This is an optimization exercise on Yosys and OpenROAD, whose aim is small area, a short achievable clock period and few clock cycles per item, not a production implementation.
In this exercise RTL edits were held to simulation tests only and were not proved equivalent to the original.
Power figures rest on the tool's default switching activity, not on a simulated workload.

==> inputs of v31 <==
## online_linear_regression_fit
module online_linear_regression_fit (
  input  logic                             clk,
  input  logic                             rst_n,
  input  logic                             in_valid,
  output logic                             in_ready,
  input  logic [olr_pkg::X_BITS-1:0]       in_x_coord,
  input  logic signed [olr_pkg::Y_W-1:0]   in_y_value,
  output logic                             out_valid,
  input  logic                             out_ready,
  output logic signed [olr_pkg::RES_W-1:0] out_slope_value,
  output logic signed [olr_pkg::RES_W-1:0] out_offset_value,
  output logic                             out_fit_valid,
  output logic [olr_pkg::COUNT_BITS-1:0]   out_points_seen,
  output logic                             out_point_dropped
);
export LEC_CHECK = 0
export CAP_MARGIN = 20
export CORE_MARGIN = 2
export CORE_UTILIZATION = 40
export SETUP_SLACK_MARGIN = 5
export SLEW_MARGIN = 20
create_clock -name core_clock -period 9.0 [get_ports {clk}]
run.sh (not shown) runs the stock make flow with config.mk's settings and CLKGATE_MAP_FILE= SYNTH_SCRIPT=/design/flow/synth_recipe.tcl, a recipe that flattens the netlist after the stock synthesis.
==> inputs of v28, as changes to v31 <==
--- a/flow/design.v
+++ b/flow/design.v
@@ -14,44 +14,40 @@
   localparam int U_W = 23;
   localparam int A_W = 33;
   localparam int B_W = 54;
   localparam int SLOT   = 9;
   localparam int SLOT_W = 4;
 endpackage
 `timescale 1ns / 1ps
 import olr_pkg::*;
-module olr_div #(
-  parameter int NUM_W = 77
-) (
-  input  logic                        clk,
-  input  logic                        load,
-  input  logic                        step,
-  input  logic                        first,
-  input  logic signed [NUM_W-1:0]     num,
-  input  logic [D_W-1:0]              den,
-  input  logic [D_W+1:0]              den3,
-  output logic signed [RES_W-1:0]     res
+module olr_div (
+  input  logic                 clk,
+  input  logic                 load,
+  input  logic                 step,
+  input  logic                 first,
+  input  logic                 neg_in,
+  input  logic [D_W+32:0]      mag,
+  input  logic [D_W-1:0]       den,
+  input  logic [D_W+1:0]       den3,
+  output logic                 neg,
+  output logic                 sat,
+  output logic [31:0]          q
 );
-  localparam int MAG_W = D_W + 33;    
-  localparam int R_W   = D_W + 2;     
+  localparam int R_W = D_W + 2;     
   logic               neg_r;
   logic               sat_r;
   logic [R_W-1:0]     rem_r;
   logic [31:0]        lo_r;
-  logic [NUM_W-1:0]   mag_n;
-  logic [MAG_W-1:0]   mag;
   logic [R_W-1:0]     r4;
   logic [R_W:0]       t1, t2, t3;
   logic               ge1, ge2, ge3;
   logic [D_W-1:0]     rem_sel;
   logic [1:0]         qd;
   logic               sat0;
-  assign mag_n = num[NUM_W-1] ? NUM_W'(-num) : NUM_W'(num);
-  assign mag   = MAG_W'(mag_n);
   assign r4  = {rem_r[D_W-1:0], lo_r[31:30]};
   assign t1  = {1'b0, r4} - {3'b000, den};
   assign t2  = {1'b0, r4} - {2'b00, den, 1'b0};
   assign t3  = {1'b0, r4} - {1'b0, den3};
   assign ge1 = !t1[R_W];
   assign ge2 = !t2[R_W];
   assign ge3 = !t3[R_W];
   assign sat0 = rem_r >= R_W'(den);
@@ -67,38 +63,29 @@
       qd      = 2'd1;
     end else begin
       rem_sel = r4[D_W-1:0];
       qd      = 2'd0;
     end
   end
   always_ff @(posedge clk) begin
     if (load) begin
-      neg_r <= num[NUM_W-1];
+      neg_r <= neg_in;
       sat_r <= 1'b0;
-      rem_r <= mag[MAG_W-1:31];
+      rem_r <= mag[D_W+32:31];
       lo_r  <= {mag[30:0], 1'b0};
     end else if (step) begin
       if (first) sat_r <= sat0;
       rem_r <= R_W'(rem_sel);
       lo_r  <= {lo_r[29:0], qd};
     end
   end
-  logic [32:0] q_inc;
-  logic [31:0] q_dec;
-  logic [31:0] rq;
-  logic        qz;
-  assign q_inc = {1'b0, lo_r} + 33'd1;
-  assign q_dec = lo_r - 32'd1;
-  assign rq    = q_inc[32:1];
-  assign qz    = lo_r == '0;
-  always_comb begin
-    if (neg_r) res = (sat_r || qz) ? {sat_r, {(RES_W-1){1'b0}}} : {1'b1, ~q_dec[31:1]};
-    else       res = (sat_r || rq[31]) ? {1'b0, {(RES_W-1){1'b1}}} : $signed(rq);
-  end
+  assign neg = neg_r;
+  assign sat = sat_r;
+  assign q   = lo_r;
 endmodule
 `timescale 1ns / 1ps
 import olr_pkg::*;
 module olr_add3 #(
   parameter int W = 8
 ) (
   input  logic [W-1:0] a,
   input  logic [W-1:0] b,
@@ -404,18 +391,16 @@
     end
   end
   logic                  cur_r;
   logic                  v0_r, v1_r, fv_r;
   logic                  drop0_r, drop1_r;
   logic                  c0_r, dfirst;
   logic [D_W-1:0]        den_r  [2];
   logic [D_W+1:0]        den3_r [2];
-  logic signed [RES_W-1:0] slope_q [2];
-  logic signed [RES_W-1:0] offset_q [2];
   logic [1:0]            dload, dstep, dfst;
   logic                  fin;
   always_ff @(posedge clk) begin
     if (!rst_n) begin
       c0_r   <= 1'b0;
       dfirst <= 1'b0;
     end else begin
       c0_r   <= adv;
@@ -438,61 +423,91 @@
   always_ff @(posedge clk) begin
     if (adv) begin
       drop0_r <= drop_y;
       drop1_r <= drop0_r;
     end
   end
   assign fin = fv_r && c0_r;
   assign dv  = v1_r;
+  localparam int MAG_W = D_W + 33;
+  logic [MAG_W-1:0] mag_s, mag_o;
+  logic [D_W+1:0]   d3;
+  logic [NS_W-1:0]  ns_abs;
+  logic [NO_W-1:0]  no_abs;
+  assign ns_abs = ns_r[NS_W-1] ? NS_W'(-ns_r) : NS_W'(ns_r);
+  assign no_abs = no_r[NO_W-1] ? NO_W'(-no_r) : NO_W'(no_r);
+  assign mag_s  = MAG_W'(ns_abs);
+  assign mag_o  = MAG_W'(no_abs);
+  assign d3     = {2'b00, d_r} + {1'b0, d_r, 1'b0};
+  logic [31:0] q_s [2];
+  logic [31:0] q_o [2];
+  logic [1:0]  neg_s, neg_o, sat_s, sat_o;
   for (genvar p = 0; p < 2; p++) begin : g_pair
     logic ph0;
     assign ph0      = cur_r == 1'(p);
     assign dload[p] = ph0 && v0_r && c0_r;
     assign dstep[p] = ph0 ? (v0_r && !c0_r && (!last || adv)) : (v1_r && !last);
     assign dfst[p]  = ph0 && dfirst;
     always_ff @(posedge clk) begin
       if (dload[p]) begin
         den_r[p]  <= d_r;
-        den3_r[p] <= {2'b00, d_r} + {1'b0, d_r, 1'b0};
+        den3_r[p] <= d3;
       end
     end
-    olr_div #(.NUM_W(NS_W)) u_div_slope (
-      .clk   (clk),
-      .load  (dload[p]),
-      .step  (dstep[p]),
-      .first (dfst[p]),
-      .num   (ns_r),
-      .den   (den_r[p]),
-      .den3  (den3_r[p]),
-      .res   (slope_q[p])
+    olr_div u_div_slope (
+      .clk    (clk),
+      .load   (dload[p]),
+      .step   (dstep[p]),
+      .first  (dfst[p]),
+      .neg_in (ns_r[NS_W-1]),
+      .mag    (mag_s),
+      .den    (den_r[p]),
+      .den3   (den3_r[p]),
+      .neg    (neg_s[p]),
+      .sat    (sat_s[p]),
+      .q      (q_s[p])
     );
-    olr_div #(.NUM_W(NO_W)) u_div_offset (
-      .clk   (clk),
-      .load  (dload[p]),
-      .step  (dstep[p]),
-      .first (dfst[p]),
-      .num   (no_r),
-      .den   (den_r[p]),
-      .den3  (den3_r[p]),
-      .res   (offset_q[p])
+    olr_div u_div_offset (
+      .clk    (clk),
+      .load   (dload[p]),
+      .step   (dstep[p]),
+      .first  (dfst[p]),
+      .neg_in (no_r[NO_W-1]),
+      .mag    (mag_o),
+      .den    (den_r[p]),
+      .den3   (den3_r[p]),
+      .neg    (neg_o[p]),
+      .sat    (sat_o[p]),
+      .q      (q_o[p])
     );
   end
+  function automatic logic [RES_W-1:0] round_q(input logic [31:0] q, input logic neg,
+                                               input logic sat);
+    logic [32:0] q_inc;
+    logic [31:0] q_dec;
+    logic [31:0] rq;
+    q_inc = {1'b0, q} + 33'd1;
+    q_dec = q - 32'd1;
+    rq    = q_inc[32:1];
+    if (neg) round_q = (sat || q == '0) ? {sat, {(RES_W-1){1'b0}}} : {1'b1, ~q_dec[31:1]};
+    else     round_q = (sat || rq[31]) ? {1'b0, {(RES_W-1){1'b1}}} : rq;
+  endfunction
   logic                    ov_r;
   logic                    ovn_r;    
   logic signed [RES_W-1:0] slope_r, offset_r;
   logic                    fit_r;
   logic [COUNT_BITS-1:0]   seen_r;
   logic                    drop_r;
   logic                    fit;
   logic [D_W-1:0]          den_f;
   logic signed [RES_W-1:0] slope_f, offset_f;
   assign den_f    = cur_r ? den_r[1] : den_r[0];
-  assign slope_f  = cur_r ? slope_q[1] : slope_q[0];
-  assign offset_f = cur_r ? offset_q[1] : offset_q[0];
+  assign slope_f  = round_q(q_s[cur_r], neg_s[cur_r], sat_s[cur_r]);
+  assign offset_f = round_q(q_o[cur_r], neg_o[cur_r], sat_o[cur_r]);
   assign fit      = den_f != '0;
   always_ff @(posedge clk) begin
     if (!rst_n) begin
       ov_r  <= 1'b0;
       ovn_r <= 1'b1;
     end else if (fin) begin
       ov_r  <= 1'b1;
       ovn_r <= 1'b0;
==> flow/config.mk (replaced) <==
export PLATFORM = sky130hd
export DESIGN_NAME = online_linear_regression_fit
export DESIGN_NICKNAME = online_linear_regression_fit
export VERILOG_FILES = /design/flow/design.v
export SDC_FILE = /design/flow/constraint.sdc
export NUM_CORES = 4
export LEC_CHECK = 0
export CAP_MARGIN = 20
export CORE_MARGIN = 2
export CORE_UTILIZATION = 40
export SETUP_SLACK_MARGIN = 3
export SLEW_MARGIN = 20
==> qor summary <==
| quantity | v28 | v31 |
|---|---|---|
| Outcome | complete, no violations | complete, no violations |
| Sw frac | 33.8% | 35.9% |
| Cell variety after synth | 92 | 98 |
| Clock network contribution to total cell area | 4.00% | 3.49% |
| Number of inserted diodes | 12 | 10 |
| Share of synthesized cell area in and, or, nand and nor gates | 16.2% | 16.7% |
| Clock tree buffer count of the final layout | 257 | 244 |
| Area share of fa/ha/maj cells after synthesis | 18.0% | 17.9% |
| Number of combinational gates with multiple inputs | 13600 | 14000 |
| Achievable Freq | 175 MHz | 218 MHz |
| Core Util, Final | 43.7% | 49.5% |
| Sequential portion of the cell area | 24.0% | 21.0% |
| Reg power frac | 36.0% | 31.1% |
Testbench counts of v31, summed over its fixed seeds: cycles 9,332, items 1,024.
Testbench counts of v28, summed over its fixed seeds: cycles 9,332, items 1,024.

[afterwards: timing with drivers on the ports]
The flow's constraints put no driver on any port. The routed layouts listed below were extracted and timed again, unchanged, in two steps.
Step 1: set_driving_cell puts a clkbuf_16 on clk and a buf_2 on each other input, an assumption about the parent block.
Step 2 moves the port delays by t, midway between the first and last clock arrival at a register: inputs arrive t later, outputs are due t later. That takes back most of the time a late clock gives input paths.
Three values: no drivers, after step 1, after step 2; two values: the first two.
run	shift t [ns]	setup slack, ns	pins driven straight from the clock port
v31	1.011	4.416 / 4.416 / 4.416	1
v28	0.968	3.294 / 3.294 / 3.294	1
After both steps setup and hold are still met in every run listed.
